Context: an optimization exercise on an open-source flow, tuned for small area, a short achievable clock period and few clock cycles. The choices shown serve that exercise and are no tape-out recipe. Only simulation tests tie the RTL to the original design; equivalence was not proved. Power figures rest on the tool's default switching activity, not on a simulated workload.

## flow/design.v (module list and top-level ports; edited modules follow where they fit)
// module port_front: 78 lines
// module out_slice: 28 lines
// module xa_slice: 13 lines
// module cell_inv: 3 lines
// module cell_nand2: 3 lines
// module cell_nor2: 3 lines
// module cell_nand2b: 3 lines
// module cell_xor2: 3 lines
// module cell_xnor2: 3 lines
// module cell_aoi21: 3 lines
// module cell_oai21: 3 lines
// module cell_mux2i: 3 lines
// module cell_a22o: 3 lines
// module cell_a22oi: 3 lines
// module cell_a2bb2oi: 3 lines
// module cell_a221oi: 3 lines
// module cell_o22ai: 3 lines
// module add_sub_unit: 517 lines
// module shift_unit: 294 lines
// module calc_top: 25 lines
module calc_top (
	input  logic                        c_clk,
	input  logic                        rst_n,
	input  logic [calc_pkg::CMD_W-1:0]  req1_cmd,
	input  logic [calc_pkg::DATA_W-1:0] req1_data,
	input  logic [calc_pkg::CMD_W-1:0]  req2_cmd,
	input  logic [calc_pkg::DATA_W-1:0] req2_data,
	input  logic [calc_pkg::CMD_W-1:0]  req3_cmd,
	input  logic [calc_pkg::DATA_W-1:0] req3_data,
	input  logic [calc_pkg::CMD_W-1:0]  req4_cmd,
	input  logic [calc_pkg::DATA_W-1:0] req4_data,
	output logic [calc_pkg::RESP_W-1:0] resp1,
	output logic [calc_pkg::DATA_W-1:0] data1,
	output logic [calc_pkg::RESP_W-1:0] resp2,
	output logic [calc_pkg::DATA_W-1:0] data2,
	output logic [calc_pkg::RESP_W-1:0] resp3,
	output logic [calc_pkg::DATA_W-1:0] data3,
	output logic [calc_pkg::RESP_W-1:0] resp4,
	output logic [calc_pkg::DATA_W-1:0] data4
);
  // ...
==> flow/flow/run.sh <==
#!/bin/bash
# The standard layout with two changes to how it is made:
# - the ports are buffered by buf_1 instead of the default clkdlybuf4s50_1
#   delay cell (every port still gets its own buffer);
# - before floorplanning, combinational cells that synthesis sized up are set
#   back to their smallest size (flow/downsize.tcl); the resizer sizes up
#   again where timing needs it.
set -e
cp standard.sh standard.sh.log
{
	echo "export BUFFER_PORTS_ARGS = -buffer_cell sky130_fd_sc_hd__buf_1"
	echo "export PRE_FLOORPLAN_TCL = $(pwd)/flow/downsize.tcl"
} >> config.mk
export BUFFER_PORTS_ARGS="-buffer_cell sky130_fd_sc_hd__buf_1"
export PRE_FLOORPLAN_TCL="$(pwd)/flow/downsize.tcl"
bash standard.sh > standard.log 2>&1
==> flow/flow/downsize.tcl <==
# Before floorplanning: set every combinational cell that synthesis sized up
# back to the smallest cell of its kind. The resizer sizes up again where
# timing needs it. Flip-flops, buffers and tie cells are left as they are.
set db [ord::get_db]
set lib_masters {}
foreach lib [$db getLibs] {
  foreach m [$lib getMasters] {
    dict set lib_masters [$m getName] $m
  }
}
set n 0
foreach inst [[ord::get_db_block] getInsts] {
  set name [[$inst getMaster] getName]
  if { ![regexp {^(sky130_fd_sc_hd__)([a-z0-9]+)_([0-9]+)$} $name -> pre base size] } { continue }
  if { [regexp {^(df|edf|sdf|dl|buf|clkbuf|clkdly|dlygate|conb|tap|fill|decap|inv|clkinv)} $base] } { continue }
  set best ""
  set best_area 1e9
  foreach s {0 1 2 4} {
    set cand "${pre}${base}_$s"
    if { [dict exists $lib_masters $cand] } {
      set m [dict get $lib_masters $cand]
      set a [expr {[$m getWidth] * [$m getHeight]}]
      if { $a < $best_area } { set best $cand; set best_area $a }
    }
  }
  if { $best ne "" && $best ne $name } {
    replace_cell [$inst getName] $best
    incr n
  }
}
puts "downsize: $n cells set to their smallest size"
==> flow/standard.sh <==
#!/bin/bash
# synth_recipe.tcl (not shown) runs the flow's synth.tcl, then flattens the netlist and writes it again
# the make line also repeats each setting of config.mk as NAME=value (left out here)
make -C /OpenROAD-flow-scripts/flow DESIGN_CONFIG=/design/flow/config.mk WORK_HOME=/design/flow/orfs CLKGATE_MAP_FILE= SYNTH_SCRIPT=/design/flow/synth_recipe.tcl "${@:-finish}"
==> flow/config.mk <==
export PLATFORM = sky130hd
export DESIGN_NAME = calc_top
export DESIGN_NICKNAME = calc_top
export VERILOG_FILES = /design/flow/design.v
export SDC_FILE = /design/flow/constraint.sdc
export NUM_CORES = 4
export LEC_CHECK = 0
export CAP_MARGIN = 20
export CORE_MARGIN = 2
export CORE_UTILIZATION = 60
export SETUP_SLACK_MARGIN = 2.2
export SLEW_MARGIN = 20
export SYNTH_HIERARCHICAL = 1
export TNS_END_PERCENT = 0
export BUFFER_PORTS_ARGS = -buffer_cell sky130_fd_sc_hd__buf_1
export PRE_FLOORPLAN_TCL = /design/flow/flow/downsize.tcl
==> flow/constraint.sdc <==
create_clock -name core_clock -period 4.4 [get_ports {c_clk}]
set_input_delay 0.8800 -clock core_clock [delete_from_list [all_inputs] [get_ports {c_clk}]]
set_output_delay 0.8800 -clock core_clock [all_outputs]
set_load 0.01 [all_outputs]
==> out/metrics.cfg, run 1 <==
[timing]
rsz0062_at_grt=yes
tightest_slew_ns=0.913
fmax_ghz=0.421
slew_headroom_pct=38.3

[grt]
grt_max_degree=45
grt_pass1_wl_um=113000
gr-total-overflow=0
grt_util_met1_pct=50.1
grt_pass1_vias=20800

[power]
internal_power_w=0.00818
seq_power_share_pct=24.8
combPwrFrac_pct=65.1
comb-power_w=0.0111
power_switching_w=0.00882

[logic_synthesis]
synth_warnings=9

[critical_path]
cpMaxStageDelayCell=mux2i_1
crit_path_frequent_cell=mux2i_1
reg2reg_slack_ns=2.08
crit_cells=8
cp.required_ns=4.73

[final_layout]
seq_share_pct=17.3
clk_share_pct=2.50
signal_buffers=366
multi_input_area_share_pct=66.3
buf_share_pct=7.79
multi_input_gates=2243

[clocking]
cts_setup_buffers=34
cts_buffer_depth=2
ctsHoldBuffers=0

[status]
outcome=complete, no violations

[placement]
dpl_cell_area_sq_um=23100
io_buffers=281

[floorplan]
io_pins=282
core_sq_um=34500
die_y_um=191
nWellTaps=455

[routing]
via_per_inst=6.49
drc_errors=0
wl_per_cell_um=21.1

[hold_path]
hp-start=u_p4.k_shl

Testbench counts, summed over its fixed seeds: cycles 2,408.
==> inputs of run 2 (changes only) <==
--- a/flow/design.v
+++ b/flow/design.v
@@ -196,16 +196,22 @@
 	assign y = ~((~a1_n & ~a2_n) | (b1 & b2));
 endmodule
 module cell_a221oi (input logic a1, input logic a2, input logic b1, input logic b2, input logic c1, output logic y);
 	assign y = ~((a1 & a2) | (b1 & b2) | c1);
 endmodule
 module cell_o22ai (input logic a1, input logic a2, input logic b1, input logic b2, output logic y);
 	assign y = ~((a1 | a2) & (b1 | b2));
 endmodule
+module cell_and2 (input logic a, input logic b, output logic y);
+	assign y = a & b;
+endmodule
+module cell_nor2b (input logic a, input logic b_n, output logic y);
+	assign y = ~(a | ~b_n);
+endmodule
 `default_nettype wire
 `timescale 1ns/1ps
 `default_nettype none
 module add_sub_unit (
 	input  logic [31:0] a,
 	input  logic [31:0] b,
 	input  logic [31:0] xs,
 	output logic [31:1] res,
@@ -725,303 +731,427 @@
 `timescale 1ns/1ps
 `default_nettype none
 module shift_unit (
 	input  logic [31:0] a_n,
 	input  logic [4:0]  sh,
 	output logic [31:0] res
 );
 	logic n1;
-	cell_mux2i u1 (.a0(a_n[0]), .a1(a_n[1]), .s(sh[0]), .y(n1));
+	cell_nor2 u1 (.a(sh[1]), .b(sh[0]), .y(n1));
 	logic n2;
-	cell_mux2i u2 (.a0(a_n[1]), .a1(a_n[2]), .s(sh[0]), .y(n2));
+	cell_nor2b u2 (.a(sh[1]), .b_n(sh[0]), .y(n2));
 	logic n3;
-	cell_mux2i u3 (.a0(a_n[2]), .a1(a_n[3]), .s(sh[0]), .y(n3));
+	cell_nor2b u3 (.a(sh[0]), .b_n(sh[1]), .y(n3));
 	logic n4;
-	cell_mux2i u4 (.a0(a_n[3]), .a1(a_n[4]), .s(sh[0]), .y(n4));
+	cell_and2 u4 (.a(sh[1]), .b(sh[0]), .y(n4));
 	logic n5;
-	cell_mux2i u5 (.a0(a_n[4]), .a1(a_n[5]), .s(sh[0]), .y(n5));
+	cell_a22oi u5 (.a1(n1), .a2(a_n[0]), .b1(n2), .b2(a_n[1]), .y(n5));
 	logic n6;
-	cell_mux2i u6 (.a0(a_n[5]), .a1(a_n[6]), .s(sh[0]), .y(n6));
+	cell_a22oi u6 (.a1(n3), .a2(a_n[2]), .b1(n4), .b2(a_n[3]), .y(n6));
 	logic n7;
-	cell_mux2i u7 (.a0(a_n[6]), .a1(a_n[7]), .s(sh[0]), .y(n7));
+	cell_nand2 u7 (.a(n5), .b(n6), .y(n7));
 	logic n8;
-	cell_mux2i u8 (.a0(a_n[7]), .a1(a_n[8]), .s(sh[0]), .y(n8));
+	cell_a22oi u8 (.a1(n1), .a2(a_n[1]), .b1(n2), .b2(a_n[2]), .y(n8));
 	logic n9;
-	cell_mux2i u9 (.a0(a_n[8]), .a1(a_n[9]), .s(sh[0]), .y(n9));
+	cell_a22oi u9 (.a1(n3), .a2(a_n[3]), .b1(n4), .b2(a_n[4]), .y(n9));
 	logic n10;
-	cell_mux2i u10 (.a0(a_n[9]), .a1(a_n[10]), .s(sh[0]), .y(n10));
+	cell_nand2 u10 (.a(n8), .b(n9), .y(n10));
 	logic n11;
-	cell_mux2i u11 (.a0(a_n[10]), .a1(a_n[11]), .s(sh[0]), .y(n11));
+	cell_a22oi u11 (.a1(n1), .a2(a_n[2]), .b1(n2), .b2(a_n[3]), .y(n11));
 	logic n12;
-	cell_mux2i u12 (.a0(a_n[11]), .a1(a_n[12]), .s(sh[0]), .y(n12));
+	cell_a22oi u12 (.a1(n3), .a2(a_n[4]), .b1(n4), .b2(a_n[5]), .y(n12));
 	logic n13;
-	cell_mux2i u13 (.a0(a_n[12]), .a1(a_n[13]), .s(sh[0]), .y(n13));
+	cell_nand2 u13 (.a(n11), .b(n12), .y(n13));
 	logic n14;
-	cell_mux2i u14 (.a0(a_n[13]), .a1(a_n[14]), .s(sh[0]), .y(n14));
+	cell_a22oi u14 (.a1(n1), .a2(a_n[3]), .b1(n2), .b2(a_n[4]), .y(n14));
 	logic n15;
-	cell_mux2i u15 (.a0(a_n[14]), .a1(a_n[15]), .s(sh[0]), .y(n15));
+	cell_a22oi u15 (.a1(n3), .a2(a_n[5]), .b1(n4), .b2(a_n[6]), .y(n15));
 	logic n16;
-	cell_mux2i u16 (.a0(a_n[15]), .a1(a_n[16]), .s(sh[0]), .y(n16));
+	cell_nand2 u16 (.a(n14), .b(n15), .y(n16));
 	logic n17;
-	cell_mux2i u17 (.a0(a_n[16]), .a1(a_n[17]), .s(sh[0]), .y(n17));
+	cell_a22oi u17 (.a1(n1), .a2(a_n[4]), .b1(n2), .b2(a_n[5]), .y(n17));
 	logic n18;
-	cell_mux2i u18 (.a0(a_n[17]), .a1(a_n[18]), .s(sh[0]), .y(n18));
+	cell_a22oi u18 (.a1(n3), .a2(a_n[6]), .b1(n4), .b2(a_n[7]), .y(n18));
 	logic n19;
-	cell_mux2i u19 (.a0(a_n[18]), .a1(a_n[19]), .s(sh[0]), .y(n19));
+	cell_nand2 u19 (.a(n17), .b(n18), .y(n19));
 	logic n20;
-	cell_mux2i u20 (.a0(a_n[19]), .a1(a_n[20]), .s(sh[0]), .y(n20));
+	cell_a22oi u20 (.a1(n1), .a2(a_n[5]), .b1(n2), .b2(a_n[6]), .y(n20));
 	logic n21;
-	cell_mux2i u21 (.a0(a_n[20]), .a1(a_n[21]), .s(sh[0]), .y(n21));
+	cell_a22oi u21 (.a1(n3), .a2(a_n[7]), .b1(n4), .b2(a_n[8]), .y(n21));
 	logic n22;
-	cell_mux2i u22 (.a0(a_n[21]), .a1(a_n[22]), .s(sh[0]), .y(n22));
+	cell_nand2 u22 (.a(n20), .b(n21), .y(n22));
 	logic n23;
-	cell_mux2i u23 (.a0(a_n[22]), .a1(a_n[23]), .s(sh[0]), .y(n23));
+	cell_a22oi u23 (.a1(n1), .a2(a_n[6]), .b1(n2), .b2(a_n[7]), .y(n23));
 	logic n24;
-	cell_mux2i u24 (.a0(a_n[23]), .a1(a_n[24]), .s(sh[0]), .y(n24));
+	cell_a22oi u24 (.a1(n3), .a2(a_n[8]), .b1(n4), .b2(a_n[9]), .y(n24));
 	logic n25;
-	cell_mux2i u25 (.a0(a_n[24]), .a1(a_n[25]), .s(sh[0]), .y(n25));
+	cell_nand2 u25 (.a(n23), .b(n24), .y(n25));
 	logic n26;
-	cell_mux2i u26 (.a0(a_n[25]), .a1(a_n[26]), .s(sh[0]), .y(n26));
+	cell_a22oi u26 (.a1(n1), .a2(a_n[7]), .b1(n2), .b2(a_n[8]), .y(n26));
 	logic n27;
-	cell_mux2i u27 (.a0(a_n[26]), .a1(a_n[27]), .s(sh[0]), .y(n27));
+	cell_a22oi u27 (.a1(n3), .a2(a_n[9]), .b1(n4), .b2(a_n[10]), .y(n27));
 	logic n28;
-	cell_mux2i u28 (.a0(a_n[27]), .a1(a_n[28]), .s(sh[0]), .y(n28));
+	cell_nand2 u28 (.a(n26), .b(n27), .y(n28));
 	logic n29;
-	cell_mux2i u29 (.a0(a_n[28]), .a1(a_n[29]), .s(sh[0]), .y(n29));
+	cell_a22oi u29 (.a1(n1), .a2(a_n[8]), .b1(n2), .b2(a_n[9]), .y(n29));
 	logic n30;
-	cell_mux2i u30 (.a0(a_n[29]), .a1(a_n[30]), .s(sh[0]), .y(n30));
+	cell_a22oi u30 (.a1(n3), .a2(a_n[10]), .b1(n4), .b2(a_n[11]), .y(n30));
 	logic n31;
-	cell_mux2i u31 (.a0(a_n[30]), .a1(a_n[31]), .s(sh[0]), .y(n31));
+	cell_nand2 u31 (.a(n29), .b(n30), .y(n31));
 	logic n32;
-	cell_nor2 u32 (.a(sh[0]), .b(a_n[31]), .y(n32));
+	cell_a22oi u32 (.a1(n1), .a2(a_n[9]), .b1(n2), .b2(a_n[10]), .y(n32));
 	logic n33;
-	cell_mux2i u33 (.a0(n1), .a1(n3), .s(sh[1]), .y(n33));
+	cell_a22oi u33 (.a1(n3), .a2(a_n[11]), .b1(n4), .b2(a_n[12]), .y(n33));
 	logic n34;
-	cell_mux2i u34 (.a0(n2), .a1(n4), .s(sh[1]), .y(n34));
+	cell_nand2 u34 (.a(n32), .b(n33), .y(n34));
 	logic n35;
-	cell_mux2i u35 (.a0(n3), .a1(n5), .s(sh[1]), .y(n35));
+	cell_a22oi u35 (.a1(n1), .a2(a_n[10]), .b1(n2), .b2(a_n[11]), .y(n35));
 	logic n36;
-	cell_mux2i u36 (.a0(n4), .a1(n6), .s(sh[1]), .y(n36));
+	cell_a22oi u36 (.a1(n3), .a2(a_n[12]), .b1(n4), .b2(a_n[13]), .y(n36));
 	logic n37;
-	cell_mux2i u37 (.a0(n5), .a1(n7), .s(sh[1]), .y(n37));
+	cell_nand2 u37 (.a(n35), .b(n36), .y(n37));
 	logic n38;
-	cell_mux2i u38 (.a0(n6), .a1(n8), .s(sh[1]), .y(n38));
+	cell_a22oi u38 (.a1(n1), .a2(a_n[11]), .b1(n2), .b2(a_n[12]), .y(n38));
 	logic n39;
-	cell_mux2i u39 (.a0(n7), .a1(n9), .s(sh[1]), .y(n39));
+	cell_a22oi u39 (.a1(n3), .a2(a_n[13]), .b1(n4), .b2(a_n[14]), .y(n39));
 	logic n40;
-	cell_mux2i u40 (.a0(n8), .a1(n10), .s(sh[1]), .y(n40));
+	cell_nand2 u40 (.a(n38), .b(n39), .y(n40));
 	logic n41;
-	cell_mux2i u41 (.a0(n9), .a1(n11), .s(sh[1]), .y(n41));
+	cell_a22oi u41 (.a1(n1), .a2(a_n[12]), .b1(n2), .b2(a_n[13]), .y(n41));
 	logic n42;
-	cell_mux2i u42 (.a0(n10), .a1(n12), .s(sh[1]), .y(n42));
+	cell_a22oi u42 (.a1(n3), .a2(a_n[14]), .b1(n4), .b2(a_n[15]), .y(n42));
 	logic n43;
-	cell_mux2i u43 (.a0(n11), .a1(n13), .s(sh[1]), .y(n43));
+	cell_nand2 u43 (.a(n41), .b(n42), .y(n43));
 	logic n44;
-	cell_mux2i u44 (.a0(n12), .a1(n14), .s(sh[1]), .y(n44));
+	cell_a22oi u44 (.a1(n1), .a2(a_n[13]), .b1(n2), .b2(a_n[14]), .y(n44));
 	logic n45;
-	cell_mux2i u45 (.a0(n13), .a1(n15), .s(sh[1]), .y(n45));
+	cell_a22oi u45 (.a1(n3), .a2(a_n[15]), .b1(n4), .b2(a_n[16]), .y(n45));
 	logic n46;
-	cell_mux2i u46 (.a0(n14), .a1(n16), .s(sh[1]), .y(n46));
+	cell_nand2 u46 (.a(n44), .b(n45), .y(n46));
 	logic n47;
-	cell_mux2i u47 (.a0(n15), .a1(n17), .s(sh[1]), .y(n47));
+	cell_a22oi u47 (.a1(n1), .a2(a_n[14]), .b1(n2), .b2(a_n[15]), .y(n47));
 	logic n48;
-	cell_mux2i u48 (.a0(n16), .a1(n18), .s(sh[1]), .y(n48));
+	cell_a22oi u48 (.a1(n3), .a2(a_n[16]), .b1(n4), .b2(a_n[17]), .y(n48));
 	logic n49;
-	cell_mux2i u49 (.a0(n17), .a1(n19), .s(sh[1]), .y(n49));
+	cell_nand2 u49 (.a(n47), .b(n48), .y(n49));
 	logic n50;
-	cell_mux2i u50 (.a0(n18), .a1(n20), .s(sh[1]), .y(n50));
+	cell_a22oi u50 (.a1(n1), .a2(a_n[15]), .b1(n2), .b2(a_n[16]), .y(n50));
 	logic n51;
-	cell_mux2i u51 (.a0(n19), .a1(n21), .s(sh[1]), .y(n51));
+	cell_a22oi u51 (.a1(n3), .a2(a_n[17]), .b1(n4), .b2(a_n[18]), .y(n51));
 	logic n52;
-	cell_mux2i u52 (.a0(n20), .a1(n22), .s(sh[1]), .y(n52));
+	cell_nand2 u52 (.a(n50), .b(n51), .y(n52));
 	logic n53;
-	cell_mux2i u53 (.a0(n21), .a1(n23), .s(sh[1]), .y(n53));
+	cell_a22oi u53 (.a1(n1), .a2(a_n[16]), .b1(n2), .b2(a_n[17]), .y(n53));
 	logic n54;
-	cell_mux2i u54 (.a0(n22), .a1(n24), .s(sh[1]), .y(n54));
+	cell_a22oi u54 (.a1(n3), .a2(a_n[18]), .b1(n4), .b2(a_n[19]), .y(n54));
 	logic n55;
-	cell_mux2i u55 (.a0(n23), .a1(n25), .s(sh[1]), .y(n55));
+	cell_nand2 u55 (.a(n53), .b(n54), .y(n55));
 	logic n56;
-	cell_mux2i u56 (.a0(n24), .a1(n26), .s(sh[1]), .y(n56));
+	cell_a22oi u56 (.a1(n1), .a2(a_n[17]), .b1(n2), .b2(a_n[18]), .y(n56));
 	logic n57;
-	cell_mux2i u57 (.a0(n25), .a1(n27), .s(sh[1]), .y(n57));
+	cell_a22oi u57 (.a1(n3), .a2(a_n[19]), .b1(n4), .b2(a_n[20]), .y(n57));
 	logic n58;
-	cell_mux2i u58 (.a0(n26), .a1(n28), .s(sh[1]), .y(n58));
+	cell_nand2 u58 (.a(n56), .b(n57), .y(n58));
 	logic n59;
-	cell_mux2i u59 (.a0(n27), .a1(n29), .s(sh[1]), .y(n59));
+	cell_a22oi u59 (.a1(n1), .a2(a_n[18]), .b1(n2), .b2(a_n[19]), .y(n59));
 	logic n60;
-	cell_mux2i u60 (.a0(n28), .a1(n30), .s(sh[1]), .y(n60));
+	cell_a22oi u60 (.a1(n3), .a2(a_n[20]), .b1(n4), .b2(a_n[21]), .y(n60));
 	logic n61;
-	cell_mux2i u61 (.a0(n29), .a1(n31), .s(sh[1]), .y(n61));
+	cell_nand2 u61 (.a(n59), .b(n60), .y(n61));
 	logic n62;
-	cell_mux2i u62 (.a0(n30), .a1(n32), .s(sh[1]), .y(n62));
+	cell_a22oi u62 (.a1(n1), .a2(a_n[19]), .b1(n2), .b2(a_n[20]), .y(n62));
 	logic n63;
-	cell_nand2b u63 (.a_n(sh[1]), .b(n31), .y(n63));
+	cell_a22oi u63 (.a1(n3), .a2(a_n[21]), .b1(n4), .b2(a_n[22]), .y(n63));
 	logic n64;
-	cell_nand2b u64 (.a_n(sh[1]), .b(n32), .y(n64));
+	cell_nand2 u64 (.a(n62), .b(n63), .y(n64));
 	logic n65;
-	cell_mux2i u65 (.a0(n33), .a1(n37), .s(sh[2]), .y(n65));
+	cell_a22oi u65 (.a1(n1), .a2(a_n[20]), .b1(n2), .b2(a_n[21]), .y(n65));
 	logic n66;
-	cell_mux2i u66 (.a0(n34), .a1(n38), .s(sh[2]), .y(n66));
+	cell_a22oi u66 (.a1(n3), .a2(a_n[22]), .b1(n4), .b2(a_n[23]), .y(n66));
 	logic n67;
-	cell_mux2i u67 (.a0(n35), .a1(n39), .s(sh[2]), .y(n67));
+	cell_nand2 u67 (.a(n65), .b(n66), .y(n67));
 	logic n68;
-	cell_mux2i u68 (.a0(n36), .a1(n40), .s(sh[2]), .y(n68));
+	cell_a22oi u68 (.a1(n1), .a2(a_n[21]), .b1(n2), .b2(a_n[22]), .y(n68));
 	logic n69;
-	cell_mux2i u69 (.a0(n37), .a1(n41), .s(sh[2]), .y(n69));
+	cell_a22oi u69 (.a1(n3), .a2(a_n[23]), .b1(n4), .b2(a_n[24]), .y(n69));
 	logic n70;
-	cell_mux2i u70 (.a0(n38), .a1(n42), .s(sh[2]), .y(n70));
+	cell_nand2 u70 (.a(n68), .b(n69), .y(n70));
 	logic n71;
-	cell_mux2i u71 (.a0(n39), .a1(n43), .s(sh[2]), .y(n71));
+	cell_a22oi u71 (.a1(n1), .a2(a_n[22]), .b1(n2), .b2(a_n[23]), .y(n71));
 	logic n72;
-	cell_mux2i u72 (.a0(n40), .a1(n44), .s(sh[2]), .y(n72));
+	cell_a22oi u72 (.a1(n3), .a2(a_n[24]), .b1(n4), .b2(a_n[25]), .y(n72));
 	logic n73;
-	cell_mux2i u73 (.a0(n41), .a1(n45), .s(sh[2]), .y(n73));
+	cell_nand2 u73 (.a(n71), .b(n72), .y(n73));
 	logic n74;
-	cell_mux2i u74 (.a0(n42), .a1(n46), .s(sh[2]), .y(n74));
+	cell_a22oi u74 (.a1(n1), .a2(a_n[23]), .b1(n2), .b2(a_n[24]), .y(n74));
 	logic n75;
-	cell_mux2i u75 (.a0(n43), .a1(n47), .s(sh[2]), .y(n75));
+	cell_a22oi u75 (.a1(n3), .a2(a_n[25]), .b1(n4), .b2(a_n[26]), .y(n75));
 	logic n76;
-	cell_mux2i u76 (.a0(n44), .a1(n48), .s(sh[2]), .y(n76));
+	cell_nand2 u76 (.a(n74), .b(n75), .y(n76));
 	logic n77;
-	cell_mux2i u77 (.a0(n45), .a1(n49), .s(sh[2]), .y(n77));
+	cell_a22oi u77 (.a1(n1), .a2(a_n[24]), .b1(n2), .b2(a_n[25]), .y(n77));
 	logic n78;
-	cell_mux2i u78 (.a0(n46), .a1(n50), .s(sh[2]), .y(n78));
+	cell_a22oi u78 (.a1(n3), .a2(a_n[26]), .b1(n4), .b2(a_n[27]), .y(n78));
 	logic n79;
-	cell_mux2i u79 (.a0(n47), .a1(n51), .s(sh[2]), .y(n79));
+	cell_nand2 u79 (.a(n77), .b(n78), .y(n79));
 	logic n80;
-	cell_mux2i u80 (.a0(n48), .a1(n52), .s(sh[2]), .y(n80));
+	cell_a22oi u80 (.a1(n1), .a2(a_n[25]), .b1(n2), .b2(a_n[26]), .y(n80));
 	logic n81;
-	cell_mux2i u81 (.a0(n49), .a1(n53), .s(sh[2]), .y(n81));
+	cell_a22oi u81 (.a1(n3), .a2(a_n[27]), .b1(n4), .b2(a_n[28]), .y(n81));
 	logic n82;
-	cell_mux2i u82 (.a0(n50), .a1(n54), .s(sh[2]), .y(n82));
+	cell_nand2 u82 (.a(n80), .b(n81), .y(n82));
 	logic n83;
-	cell_mux2i u83 (.a0(n51), .a1(n55), .s(sh[2]), .y(n83));
+	cell_a22oi u83 (.a1(n1), .a2(a_n[26]), .b1(n2), .b2(a_n[27]), .y(n83));
 	logic n84;
-	cell_mux2i u84 (.a0(n52), .a1(n56), .s(sh[2]), .y(n84));
+	cell_a22oi u84 (.a1(n3), .a2(a_n[28]), .b1(n4), .b2(a_n[29]), .y(n84));
 	logic n85;
-	cell_mux2i u85 (.a0(n53), .a1(n57), .s(sh[2]), .y(n85));
+	cell_nand2 u85 (.a(n83), .b(n84), .y(n85));
 	logic n86;
-	cell_mux2i u86 (.a0(n54), .a1(n58), .s(sh[2]), .y(n86));
+	cell_a22oi u86 (.a1(n1), .a2(a_n[27]), .b1(n2), .b2(a_n[28]), .y(n86));
 	logic n87;
-	cell_mux2i u87 (.a0(n55), .a1(n59), .s(sh[2]), .y(n87));
+	cell_a22oi u87 (.a1(n3), .a2(a_n[29]), .b1(n4), .b2(a_n[30]), .y(n87));
 	logic n88;
-	cell_mux2i u88 (.a0(n56), .a1(n60), .s(sh[2]), .y(n88));
+	cell_nand2 u88 (.a(n86), .b(n87), .y(n88));
 	logic n89;
-	cell_mux2i u89 (.a0(n57), .a1(n61), .s(sh[2]), .y(n89));
+	cell_a22oi u89 (.a1(n1), .a2(a_n[28]), .b1(n2), .b2(a_n[29]), .y(n89));
 	logic n90;
-	cell_mux2i u90 (.a0(n58), .a1(n62), .s(sh[2]), .y(n90));
+	cell_a22oi u90 (.a1(n3), .a2(a_n[30]), .b1(n4), .b2(a_n[31]), .y(n90));
 	logic n91;
-	cell_mux2i u91 (.a0(n59), .a1(n63), .s(sh[2]), .y(n91));
+	cell_nand2 u91 (.a(n89), .b(n90), .y(n91));
 	logic n92;
-	cell_mux2i u92 (.a0(n60), .a1(n64), .s(sh[2]), .y(n92));
+	cell_a22oi u92 (.a1(n1), .a2(a_n[29]), .b1(n2), .b2(a_n[30]), .y(n92));
 	logic n93;
-	cell_nor2 u93 (.a(sh[2]), .b(n61), .y(n93));
+	cell_aoi21 u93 (.a1(n3), .a2(a_n[31]), .b1(n4), .y(n93));
 	logic n94;
-	cell_nor2 u94 (.a(sh[2]), .b(n62), .y(n94));
+	cell_nand2 u94 (.a(n92), .b(n93), .y(n94));
 	logic n95;
-	cell_nor2 u95 (.a(sh[2]), .b(n63), .y(n95));
+	cell_a22oi u95 (.a1(n1), .a2(a_n[30]), .b1(n2), .b2(a_n[31]), .y(n95));
 	logic n96;
-	cell_nor2 u96 (.a(sh[2]), .b(n64), .y(n96));
+	cell_nor2 u96 (.a(n3), .b(n4), .y(n96));
 	logic n97;
-	cell_mux2i u97 (.a0(n65), .a1(n73), .s(sh[3]), .y(n97));
+	cell_nand2 u97 (.a(n95), .b(n96), .y(n97));
 	logic n98;
-	cell_mux2i u98 (.a0(n66), .a1(n74), .s(sh[3]), .y(n98));
+	cell_nand2b u98 (.a_n(a_n[31]), .b(n1), .y(n98));
 	logic n99;
-	cell_mux2i u99 (.a0(n67), .a1(n75), .s(sh[3]), .y(n99));
+	cell_nor2 u99 (.a(sh[3]), .b(sh[2]), .y(n99));
 	logic n100;
-	cell_mux2i u100 (.a0(n68), .a1(n76), .s(sh[3]), .y(n100));
+	cell_nor2b u100 (.a(sh[3]), .b_n(sh[2]), .y(n100));
 	logic n101;
-	cell_mux2i u101 (.a0(n69), .a1(n77), .s(sh[3]), .y(n101));
+	cell_nor2b u101 (.a(sh[2]), .b_n(sh[3]), .y(n101));
 	logic n102;
-	cell_mux2i u102 (.a0(n70), .a1(n78), .s(sh[3]), .y(n102));
+	cell_and2 u102 (.a(sh[3]), .b(sh[2]), .y(n102));
 	logic n103;
-	cell_mux2i u103 (.a0(n71), .a1(n79), .s(sh[3]), .y(n103));
+	cell_a22oi u103 (.a1(n99), .a2(n7), .b1(n100), .b2(n19), .y(n103));
 	logic n104;
-	cell_mux2i u104 (.a0(n72), .a1(n80), .s(sh[3]), .y(n104));
+	cell_a22oi u104 (.a1(n101), .a2(n31), .b1(n102), .b2(n43), .y(n104));
 	logic n105;
-	cell_mux2i u105 (.a0(n73), .a1(n81), .s(sh[3]), .y(n105));
+	cell_nand2 u105 (.a(n103), .b(n104), .y(n105));
 	logic n106;
-	cell_mux2i u106 (.a0(n74), .a1(n82), .s(sh[3]), .y(n106));
+	cell_a22oi u106 (.a1(n99), .a2(n10), .b1(n100), .b2(n22), .y(n106));
 	logic n107;
-	cell_mux2i u107 (.a0(n75), .a1(n83), .s(sh[3]), .y(n107));
+	cell_a22oi u107 (.a1(n101), .a2(n34), .b1(n102), .b2(n46), .y(n107));
 	logic n108;
-	cell_mux2i u108 (.a0(n76), .a1(n84), .s(sh[3]), .y(n108));
+	cell_nand2 u108 (.a(n106), .b(n107), .y(n108));
 	logic n109;
-	cell_mux2i u109 (.a0(n77), .a1(n85), .s(sh[3]), .y(n109));
+	cell_a22oi u109 (.a1(n99), .a2(n13), .b1(n100), .b2(n25), .y(n109));
 	logic n110;
-	cell_mux2i u110 (.a0(n78), .a1(n86), .s(sh[3]), .y(n110));
+	cell_a22oi u110 (.a1(n101), .a2(n37), .b1(n102), .b2(n49), .y(n110));
 	logic n111;
-	cell_mux2i u111 (.a0(n79), .a1(n87), .s(sh[3]), .y(n111));
+	cell_nand2 u111 (.a(n109), .b(n110), .y(n111));
 	logic n112;
-	cell_mux2i u112 (.a0(n80), .a1(n88), .s(sh[3]), .y(n112));
+	cell_a22oi u112 (.a1(n99), .a2(n16), .b1(n100), .b2(n28), .y(n112));
 	logic n113;
-	cell_mux2i u113 (.a0(n81), .a1(n89), .s(sh[3]), .y(n113));
+	cell_a22oi u113 (.a1(n101), .a2(n40), .b1(n102), .b2(n52), .y(n113));
 	logic n114;
-	cell_mux2i u114 (.a0(n82), .a1(n90), .s(sh[3]), .y(n114));
+	cell_nand2 u114 (.a(n112), .b(n113), .y(n114));
 	logic n115;
-	cell_mux2i u115 (.a0(n83), .a1(n91), .s(sh[3]), .y(n115));
+	cell_a22oi u115 (.a1(n99), .a2(n19), .b1(n100), .b2(n31), .y(n115));
 	logic n116;
-	cell_mux2i u116 (.a0(n84), .a1(n92), .s(sh[3]), .y(n116));
+	cell_a22oi u116 (.a1(n101), .a2(n43), .b1(n102), .b2(n55), .y(n116));
 	logic n117;
-	cell_mux2i u117 (.a0(n85), .a1(n93), .s(sh[3]), .y(n117));
+	cell_nand2 u117 (.a(n115), .b(n116), .y(n117));
 	logic n118;
-	cell_mux2i u118 (.a0(n86), .a1(n94), .s(sh[3]), .y(n118));
+	cell_a22oi u118 (.a1(n99), .a2(n22), .b1(n100), .b2(n34), .y(n118));
 	logic n119;
-	cell_mux2i u119 (.a0(n87), .a1(n95), .s(sh[3]), .y(n119));
+	cell_a22oi u119 (.a1(n101), .a2(n46), .b1(n102), .b2(n58), .y(n119));
 	logic n120;
-	cell_mux2i u120 (.a0(n88), .a1(n96), .s(sh[3]), .y(n120));
+	cell_nand2 u120 (.a(n118), .b(n119), .y(n120));
 	logic n121;
-	cell_nand2b u121 (.a_n(sh[3]), .b(n89), .y(n121));
+	cell_a22oi u121 (.a1(n99), .a2(n25), .b1(n100), .b2(n37), .y(n121));
 	logic n122;
-	cell_nand2b u122 (.a_n(sh[3]), .b(n90), .y(n122));
+	cell_a22oi u122 (.a1(n101), .a2(n49), .b1(n102), .b2(n61), .y(n122));
 	logic n123;
-	cell_nand2b u123 (.a_n(sh[3]), .b(n91), .y(n123));
+	cell_nand2 u123 (.a(n121), .b(n122), .y(n123));
 	logic n124;
-	cell_nand2b u124 (.a_n(sh[3]), .b(n92), .y(n124));
+	cell_a22oi u124 (.a1(n99), .a2(n28), .b1(n100), .b2(n40), .y(n124));
 	logic n125;
-	cell_nand2b u125 (.a_n(sh[3]), .b(n93), .y(n125));
+	cell_a22oi u125 (.a1(n101), .a2(n52), .b1(n102), .b2(n64), .y(n125));
 	logic n126;
-	cell_nand2b u126 (.a_n(sh[3]), .b(n94), .y(n126));
+	cell_nand2 u126 (.a(n124), .b(n125), .y(n126));
 	logic n127;
-	cell_nand2b u127 (.a_n(sh[3]), .b(n95), .y(n127));
+	cell_a22oi u127 (.a1(n99), .a2(n31), .b1(n100), .b2(n43), .y(n127));
 	logic n128;
-	cell_nand2b u128 (.a_n(sh[3]), .b(n96), .y(n128));
-	cell_mux2i u129 (.a0(n97), .a1(n113), .s(sh[4]), .y(res[0]));
-	cell_mux2i u130 (.a0(n98), .a1(n114), .s(sh[4]), .y(res[1]));
-	cell_mux2i u131 (.a0(n99), .a1(n115), .s(sh[4]), .y(res[2]));
-	cell_mux2i u132 (.a0(n100), .a1(n116), .s(sh[4]), .y(res[3]));
-	cell_mux2i u133 (.a0(n101), .a1(n117), .s(sh[4]), .y(res[4]));
-	cell_mux2i u134 (.a0(n102), .a1(n118), .s(sh[4]), .y(res[5]));
-	cell_mux2i u135 (.a0(n103), .a1(n119), .s(sh[4]), .y(res[6]));
-	cell_mux2i u136 (.a0(n104), .a1(n120), .s(sh[4]), .y(res[7]));
-	cell_mux2i u137 (.a0(n105), .a1(n121), .s(sh[4]), .y(res[8]));
-	cell_mux2i u138 (.a0(n106), .a1(n122), .s(sh[4]), .y(res[9]));
-	cell_mux2i u139 (.a0(n107), .a1(n123), .s(sh[4]), .y(res[10]));
-	cell_mux2i u140 (.a0(n108), .a1(n124), .s(sh[4]), .y(res[11]));
-	cell_mux2i u141 (.a0(n109), .a1(n125), .s(sh[4]), .y(res[12]));
-	cell_mux2i u142 (.a0(n110), .a1(n126), .s(sh[4]), .y(res[13]));
-	cell_mux2i u143 (.a0(n111), .a1(n127), .s(sh[4]), .y(res[14]));
-	cell_mux2i u144 (.a0(n112), .a1(n128), .s(sh[4]), .y(res[15]));
-	cell_nor2 u145 (.a(sh[4]), .b(n113), .y(res[16]));
-	cell_nor2 u146 (.a(sh[4]), .b(n114), .y(res[17]));
-	cell_nor2 u147 (.a(sh[4]), .b(n115), .y(res[18]));
-	cell_nor2 u148 (.a(sh[4]), .b(n116), .y(res[19]));
-	cell_nor2 u149 (.a(sh[4]), .b(n117), .y(res[20]));
-	cell_nor2 u150 (.a(sh[4]), .b(n118), .y(res[21]));
-	cell_nor2 u151 (.a(sh[4]), .b(n119), .y(res[22]));
-	cell_nor2 u152 (.a(sh[4]), .b(n120), .y(res[23]));
-	cell_nor2 u153 (.a(sh[4]), .b(n121), .y(res[24]));
-	cell_nor2 u154 (.a(sh[4]), .b(n122), .y(res[25]));
-	cell_nor2 u155 (.a(sh[4]), .b(n123), .y(res[26]));
-	cell_nor2 u156 (.a(sh[4]), .b(n124), .y(res[27]));
-	cell_nor2 u157 (.a(sh[4]), .b(n125), .y(res[28]));
-	cell_nor2 u158 (.a(sh[4]), .b(n126), .y(res[29]));
-	cell_nor2 u159 (.a(sh[4]), .b(n127), .y(res[30]));
-	cell_nor2 u160 (.a(sh[4]), .b(n128), .y(res[31]));
+	cell_a22oi u128 (.a1(n101), .a2(n55), .b1(n102), .b2(n67), .y(n128));
+	logic n129;
+	cell_nand2 u129 (.a(n127), .b(n128), .y(n129));
+	logic n130;
+	cell_a22oi u130 (.a1(n99), .a2(n34), .b1(n100), .b2(n46), .y(n130));
+	logic n131;
+	cell_a22oi u131 (.a1(n101), .a2(n58), .b1(n102), .b2(n70), .y(n131));
+	logic n132;
+	cell_nand2 u132 (.a(n130), .b(n131), .y(n132));
+	logic n133;
+	cell_a22oi u133 (.a1(n99), .a2(n37), .b1(n100), .b2(n49), .y(n133));
+	logic n134;
+	cell_a22oi u134 (.a1(n101), .a2(n61), .b1(n102), .b2(n73), .y(n134));
+	logic n135;
+	cell_nand2 u135 (.a(n133), .b(n134), .y(n135));
+	logic n136;
+	cell_a22oi u136 (.a1(n99), .a2(n40), .b1(n100), .b2(n52), .y(n136));
+	logic n137;
+	cell_a22oi u137 (.a1(n101), .a2(n64), .b1(n102), .b2(n76), .y(n137));
+	logic n138;
+	cell_nand2 u138 (.a(n136), .b(n137), .y(n138));
+	logic n139;
+	cell_a22oi u139 (.a1(n99), .a2(n43), .b1(n100), .b2(n55), .y(n139));
+	logic n140;
+	cell_a22oi u140 (.a1(n101), .a2(n67), .b1(n102), .b2(n79), .y(n140));
+	logic n141;
+	cell_nand2 u141 (.a(n139), .b(n140), .y(n141));
+	logic n142;
+	cell_a22oi u142 (.a1(n99), .a2(n46), .b1(n100), .b2(n58), .y(n142));
+	logic n143;
+	cell_a22oi u143 (.a1(n101), .a2(n70), .b1(n102), .b2(n82), .y(n143));
+	logic n144;
+	cell_nand2 u144 (.a(n142), .b(n143), .y(n144));
+	logic n145;
+	cell_a22oi u145 (.a1(n99), .a2(n49), .b1(n100), .b2(n61), .y(n145));
+	logic n146;
+	cell_a22oi u146 (.a1(n101), .a2(n73), .b1(n102), .b2(n85), .y(n146));
+	logic n147;
+	cell_nand2 u147 (.a(n145), .b(n146), .y(n147));
+	logic n148;
+	cell_a22oi u148 (.a1(n99), .a2(n52), .b1(n100), .b2(n64), .y(n148));
+	logic n149;
+	cell_a22oi u149 (.a1(n101), .a2(n76), .b1(n102), .b2(n88), .y(n149));
+	logic n150;
+	cell_nand2 u150 (.a(n148), .b(n149), .y(n150));
+	logic n151;
+	cell_a22oi u151 (.a1(n99), .a2(n55), .b1(n100), .b2(n67), .y(n151));
+	logic n152;
+	cell_a22oi u152 (.a1(n101), .a2(n79), .b1(n102), .b2(n91), .y(n152));
+	logic n153;
+	cell_nand2 u153 (.a(n151), .b(n152), .y(n153));
+	logic n154;
+	cell_a22oi u154 (.a1(n99), .a2(n58), .b1(n100), .b2(n70), .y(n154));
+	logic n155;
+	cell_a22oi u155 (.a1(n101), .a2(n82), .b1(n102), .b2(n94), .y(n155));
+	logic n156;
+	cell_nand2 u156 (.a(n154), .b(n155), .y(n156));
+	logic n157;
+	cell_a22oi u157 (.a1(n99), .a2(n61), .b1(n100), .b2(n73), .y(n157));
+	logic n158;
+	cell_a22oi u158 (.a1(n101), .a2(n85), .b1(n102), .b2(n97), .y(n158));
+	logic n159;
+	cell_nand2 u159 (.a(n157), .b(n158), .y(n159));
+	logic n160;
+	cell_a22oi u160 (.a1(n99), .a2(n64), .b1(n100), .b2(n76), .y(n160));
+	logic n161;
+	cell_a22oi u161 (.a1(n101), .a2(n88), .b1(n102), .b2(n98), .y(n161));
+	logic n162;
+	cell_nand2 u162 (.a(n160), .b(n161), .y(n162));
+	logic n163;
+	cell_a22oi u163 (.a1(n99), .a2(n67), .b1(n100), .b2(n79), .y(n163));
+	logic n164;
+	cell_aoi21 u164 (.a1(n101), .a2(n91), .b1(n102), .y(n164));
+	logic n165;
+	cell_nand2 u165 (.a(n163), .b(n164), .y(n165));
+	logic n166;
+	cell_a22oi u166 (.a1(n99), .a2(n70), .b1(n100), .b2(n82), .y(n166));
+	logic n167;
+	cell_aoi21 u167 (.a1(n101), .a2(n94), .b1(n102), .y(n167));
+	logic n168;
+	cell_nand2 u168 (.a(n166), .b(n167), .y(n168));
+	logic n169;
+	cell_a22oi u169 (.a1(n99), .a2(n73), .b1(n100), .b2(n85), .y(n169));
+	logic n170;
+	cell_aoi21 u170 (.a1(n101), .a2(n97), .b1(n102), .y(n170));
+	logic n171;
+	cell_nand2 u171 (.a(n169), .b(n170), .y(n171));
+	logic n172;
+	cell_a22oi u172 (.a1(n99), .a2(n76), .b1(n100), .b2(n88), .y(n172));
+	logic n173;
+	cell_aoi21 u173 (.a1(n101), .a2(n98), .b1(n102), .y(n173));
+	logic n174;
+	cell_nand2 u174 (.a(n172), .b(n173), .y(n174));
+	logic n175;
+	cell_a22oi u175 (.a1(n99), .a2(n79), .b1(n100), .b2(n91), .y(n175));
+	logic n176;
+	cell_nor2 u176 (.a(n101), .b(n102), .y(n176));
+	logic n177;
+	cell_nand2 u177 (.a(n175), .b(n176), .y(n177));
+	logic n178;
+	cell_a22oi u178 (.a1(n99), .a2(n82), .b1(n100), .b2(n94), .y(n178));
+	logic n179;
+	cell_nor2 u179 (.a(n101), .b(n102), .y(n179));
+	logic n180;
+	cell_nand2 u180 (.a(n178), .b(n179), .y(n180));
+	logic n181;
+	cell_a22oi u181 (.a1(n99), .a2(n85), .b1(n100), .b2(n97), .y(n181));
+	logic n182;
+	cell_nor2 u182 (.a(n101), .b(n102), .y(n182));
+	logic n183;
+	cell_nand2 u183 (.a(n181), .b(n182), .y(n183));
+	logic n184;
+	cell_a22oi u184 (.a1(n99), .a2(n88), .b1(n100), .b2(n98), .y(n184));
+	logic n185;
+	cell_nor2 u185 (.a(n101), .b(n102), .y(n185));
+	logic n186;
+	cell_nand2 u186 (.a(n184), .b(n185), .y(n186));
+	logic n187;
+	cell_nand2b u187 (.a_n(n91), .b(n99), .y(n187));
+	logic n188;
+	cell_nand2b u188 (.a_n(n94), .b(n99), .y(n188));
+	logic n189;
+	cell_nand2b u189 (.a_n(n97), .b(n99), .y(n189));
+	logic n190;
+	cell_nand2b u190 (.a_n(n98), .b(n99), .y(n190));
+	cell_mux2i u191 (.a0(n105), .a1(n153), .s(sh[4]), .y(res[0]));
+	cell_mux2i u192 (.a0(n108), .a1(n156), .s(sh[4]), .y(res[1]));
+	cell_mux2i u193 (.a0(n111), .a1(n159), .s(sh[4]), .y(res[2]));
+	cell_mux2i u194 (.a0(n114), .a1(n162), .s(sh[4]), .y(res[3]));
+	cell_mux2i u195 (.a0(n117), .a1(n165), .s(sh[4]), .y(res[4]));
+	cell_mux2i u196 (.a0(n120), .a1(n168), .s(sh[4]), .y(res[5]));
+	cell_mux2i u197 (.a0(n123), .a1(n171), .s(sh[4]), .y(res[6]));
+	cell_mux2i u198 (.a0(n126), .a1(n174), .s(sh[4]), .y(res[7]));
+	cell_mux2i u199 (.a0(n129), .a1(n177), .s(sh[4]), .y(res[8]));
+	cell_mux2i u200 (.a0(n132), .a1(n180), .s(sh[4]), .y(res[9]));
+	cell_mux2i u201 (.a0(n135), .a1(n183), .s(sh[4]), .y(res[10]));
+	cell_mux2i u202 (.a0(n138), .a1(n186), .s(sh[4]), .y(res[11]));
+	cell_mux2i u203 (.a0(n141), .a1(n187), .s(sh[4]), .y(res[12]));
+	cell_mux2i u204 (.a0(n144), .a1(n188), .s(sh[4]), .y(res[13]));
+	cell_mux2i u205 (.a0(n147), .a1(n189), .s(sh[4]), .y(res[14]));
+	cell_mux2i u206 (.a0(n150), .a1(n190), .s(sh[4]), .y(res[15]));
+	cell_nor2 u207 (.a(sh[4]), .b(n153), .y(res[16]));
+	cell_nor2 u208 (.a(sh[4]), .b(n156), .y(res[17]));
+	cell_nor2 u209 (.a(sh[4]), .b(n159), .y(res[18]));
+	cell_nor2 u210 (.a(sh[4]), .b(n162), .y(res[19]));
+	cell_nor2 u211 (.a(sh[4]), .b(n165), .y(res[20]));
+	cell_nor2 u212 (.a(sh[4]), .b(n168), .y(res[21]));
+	cell_nor2 u213 (.a(sh[4]), .b(n171), .y(res[22]));
+	cell_nor2 u214 (.a(sh[4]), .b(n174), .y(res[23]));
+	cell_nor2 u215 (.a(sh[4]), .b(n177), .y(res[24]));
+	cell_nor2 u216 (.a(sh[4]), .b(n180), .y(res[25]));
+	cell_nor2 u217 (.a(sh[4]), .b(n183), .y(res[26]));
+	cell_nor2 u218 (.a(sh[4]), .b(n186), .y(res[27]));
+	cell_nor2 u219 (.a(sh[4]), .b(n187), .y(res[28]));
+	cell_nor2 u220 (.a(sh[4]), .b(n188), .y(res[29]));
+	cell_nor2 u221 (.a(sh[4]), .b(n189), .y(res[30]));
+	cell_nor2 u222 (.a(sh[4]), .b(n190), .y(res[31]));
 endmodule
 `default_nettype wire
 `timescale 1ns/1ps
 `default_nettype none
 module calc_top (
 	input  logic                        c_clk,
 	input  logic                        rst_n,
 	input  logic [calc_pkg::CMD_W-1:0]  req1_cmd,
==> flow/config.mk (replaced) <==
export PLATFORM = sky130hd
export DESIGN_NAME = calc_top
export DESIGN_NICKNAME = calc_top
export VERILOG_FILES = /design/flow/design.v
export SDC_FILE = /design/flow/constraint.sdc
export NUM_CORES = 4
export LEC_CHECK = 0
export CAP_MARGIN = 20
export CORE_MARGIN = 2
export CORE_UTILIZATION = 40
export SETUP_SLACK_MARGIN = 2.1
export SLEW_MARGIN = 20
export SYNTH_HIERARCHICAL = 1
export TNS_END_PERCENT = 0
export BUFFER_PORTS_ARGS = -buffer_cell sky130_fd_sc_hd__buf_1
export PRE_FLOORPLAN_TCL = /design/flow/flow/downsize.tcl
==> out/metrics.cfg, run 2 <==
[critical_path]
crit_path_frequent_cell=nor2_1
cp.required_ns=4.82  ; +0.09 ns
worst_setup_path_end_kind=register
crit_arrival_ns=2.84
critPathMaxFanout=7
worstSetupPathType=register to register
cpMaxStageDelayCell=dfxtp_4
crit_chain=xnor2_1 > nor2_1 > nor2_1 > nand2_1 > o21ai_4 > a21oi_4 > buf_12 > buf_6 > o21ai_1 > xor2_1 > a221oi_1
start_kind=register
max_stage_delay_ns=0.42

[hold_path]
hp-class=primary input to async pin

[clocking]
cts_buffers=17
htree_levels=4
ctsHoldBuffers=0  ; unchanged
clk_pin_slew_ns=0.10
root_buffer=clkbuf_16
clkSinkCount=200
cts_tree=built
cts_buffer_depth=2  ; unchanged
clkLatencyLatePin_ns=0.53

[timing]
fmax_ghz=0.414  ; -1.8%
fin_setup_tns_ns=0
slew_headroom_pct=36.6  ; -1.7 points
min_period_over_period_pct=54.9
finClkSkew_ns=0.0159
rsz0062_at_grt=yes
fin_ws_ns=1.98
tightest_slew_ns=0.939  ; +0.0251 ns
final-setup-viol-count=0
period_minus_slack_ns=2.42
timing.final.max_slew_violations=0
hold_viol_final=0

[routing]
drt_iter0_markers=2811
met1_length_um=37200
drc_errors=0  ; unchanged
wl_per_cell_um=22.2  ; +5.5%
wl_met3_um=8290
drt_pre_antenna_iters=6
via_per_inst=6.35  ; -2.1%
routed-wl-met2_um=40500
num_vias=25600
routed.top_layer=met5
drt_wl_total_um=89600
final_antenna_net_count=0

[power]
clock_power_share_pct=11.2
ir_worst_vdd_mv=0.352
combPwrFrac_pct=60.9  ; -4.2 points
seq_power_share_pct=27.9  ; +3.1 points
power_density_nw_per_um2=651
internal_power_w=0.00782  ; -4.4%
switching_share_pct=52.8
power_leakage_nw=10.0
power_switching_w=0.00874  ; -0.96%

[grt]
antenna_found_initial=13
grt_max_degree=45  ; unchanged
gr-total-overflow=0  ; unchanged
track_usage_pct=31.4
grt_pass1_vias=23100  ; +11%
grt_pass1_wl_um=133000  ; +18%

[floorplan]
die_w_um=232
core_sq_um=51300  ; +49%
initial_core_util_pct=40.5
num_rows=83
die_y_um=232  ; +21%
dieArea_sq_um=53800
io_pins=282  ; unchanged

[final_layout]
drive_gt1_share_pct=13.3
instances_no_fill=4034
utilization_pct=49.6
multi_input_area_sq_um=16600
layout_common_cells=nand2_1 (444), a22oi_1 (432), nor2_1 (300)
fillCellCount=5217
area.sequential_sq_um=4440
nets=3481
layout_commonest_cell=nand2_1

[placement]
place_ws_ns=0.961
dp_hpwl_um=63000
place_congestion=0.983
dp_cells=3948
io_buffers=281  ; unchanged

[logic_synthesis]
synth_warnings=9  ; unchanged
syn_inst=2936
synth_nets=3082

[run]
cap_violations=0

[status]
outcome=complete, no violations

run 2: final timing paths:
path | startpoint | end | slack (ns) | cells after the start
worst min-delay path | rst_n | u_p1.g_out[3].u_o.rev | 0.43 | 2
worst max register to register | u_p2.g_xa[0].u_xa.sub | u_p2.acc_n[17] | 1.98 | 11
worst max-delay path | u_p2.g_xa[0].u_xa.sub | u_p2.acc_n[17] | 1.98 | 11
worst min register to register | u_p3.k_shl | u_p3.g_out[3].u_o.fwd | 0.48 | 1
max in group asynchronous | rst_n | u_p3.g_out[1].u_o.fwd | 3.50 | 2
min in group core_clock | u_p3.k_shl | u_p3.g_out[3].u_o.fwd | 0.48 | 1
run 2: area by class of cell:
type / count / area share [%]
inverters: 252 / 3.72
diodes: 6 / 0.0590
clock buffers: 17 / 1.67
repair buffers: 369 / 7.39
well taps: 680 / 3.34
flip-flops and latches: 200 / 17.5
multi-input cells: 2495 / 65.4
clock inverters: 15 / 0.978
run 2: metrics by stage:
stage          hold slack (ns)  power [W]  area, sq um
6_report                 0.427     0.0166        25400
3_5_place_dp             0.444     0.0132        23400
3_3_place_gp             0.431     0.0130        23400
2_1_floorplan            0.418     0.0105        21100
4_1_cts                  0.445     0.0157        24600
5_1_grt                  0.477     0.0176        25400
run 2: layer usage:
metal / GRT usage [%] / vias to the layer above
li1: - / 11700
met4: 13.0 / 16
met1: 41.1 / 12300
met5: 0 / -
met2: 49.8 / 1401
met3: 6.68 / 243
run 2: repair_timing:
item / in CTS / in global routing
setup buffers: 21 / 16
pin swaps: 8 / 45
resized for setup: 156 / 211
setup endpoints to repair: 271 / 276
cloned: 4 / 7
run 2: worst max-delay path, delay by kind of cell (launching register included):
kind	cells	cell delay [ns]
AOI/OAI and AO/OA	4	0.80
xor gates and xnor gates	2	0.35
buffers and inverters	2	0.27
DFF	1	0.42
and+or+nand+nor	3	0.47
run 2: power groups by stage:
stage / Combinational, W / Clock, W / Sequential [W]
after floorplan: 0.00683 / 0 / 0.00367
after global placement: 0.00862 / 0 / 0.00439
after detailed placement: 0.00882 / 0 / 0.00441
after CTS: 0.00931 / 0.00191 / 0.00445
after global routing: 0.0110 / 0.00196 / 0.00471
final: 0.0101 / 0.00186 / 0.00461
Testbench counts of run 2, summed over its fixed seeds: cycles 2,408.

[separate check: timing with driven ports]
The flow's constraints put no driver on any port. The routed layouts listed below were extracted and timed again, unchanged, in two steps. Step 1 sets driving cells, clkbuf_16 on the clock port and buf_2 on the other inputs (assumed; they add their load-dependent delay and slew). Step 2, shift: input delay + t, output delay - t, t = (earliest + latest rising clock arrival at the registers) / 2. This alone moves slack from input paths to output paths. Three values: ideal ports, drivers, drivers and shift; two values: the first two.
run | t, ns | setup WS [ns] | hold WS [ns] | cell pins on the clock port's net
run 1 | 0.514 | 2.027 / 2.054 / 1.545 | 0.483 / 0.465 / 0.483 | 1
run 2 | 0.579 | 1.984 / 1.941 / 1.447 | 0.427 / 0.390 / 0.481 | 1
After both steps every run listed still meets setup and hold. The setup slack of run 2, which loses most, moves by -0.043 ns with the drivers and by -0.537 ns with both steps.
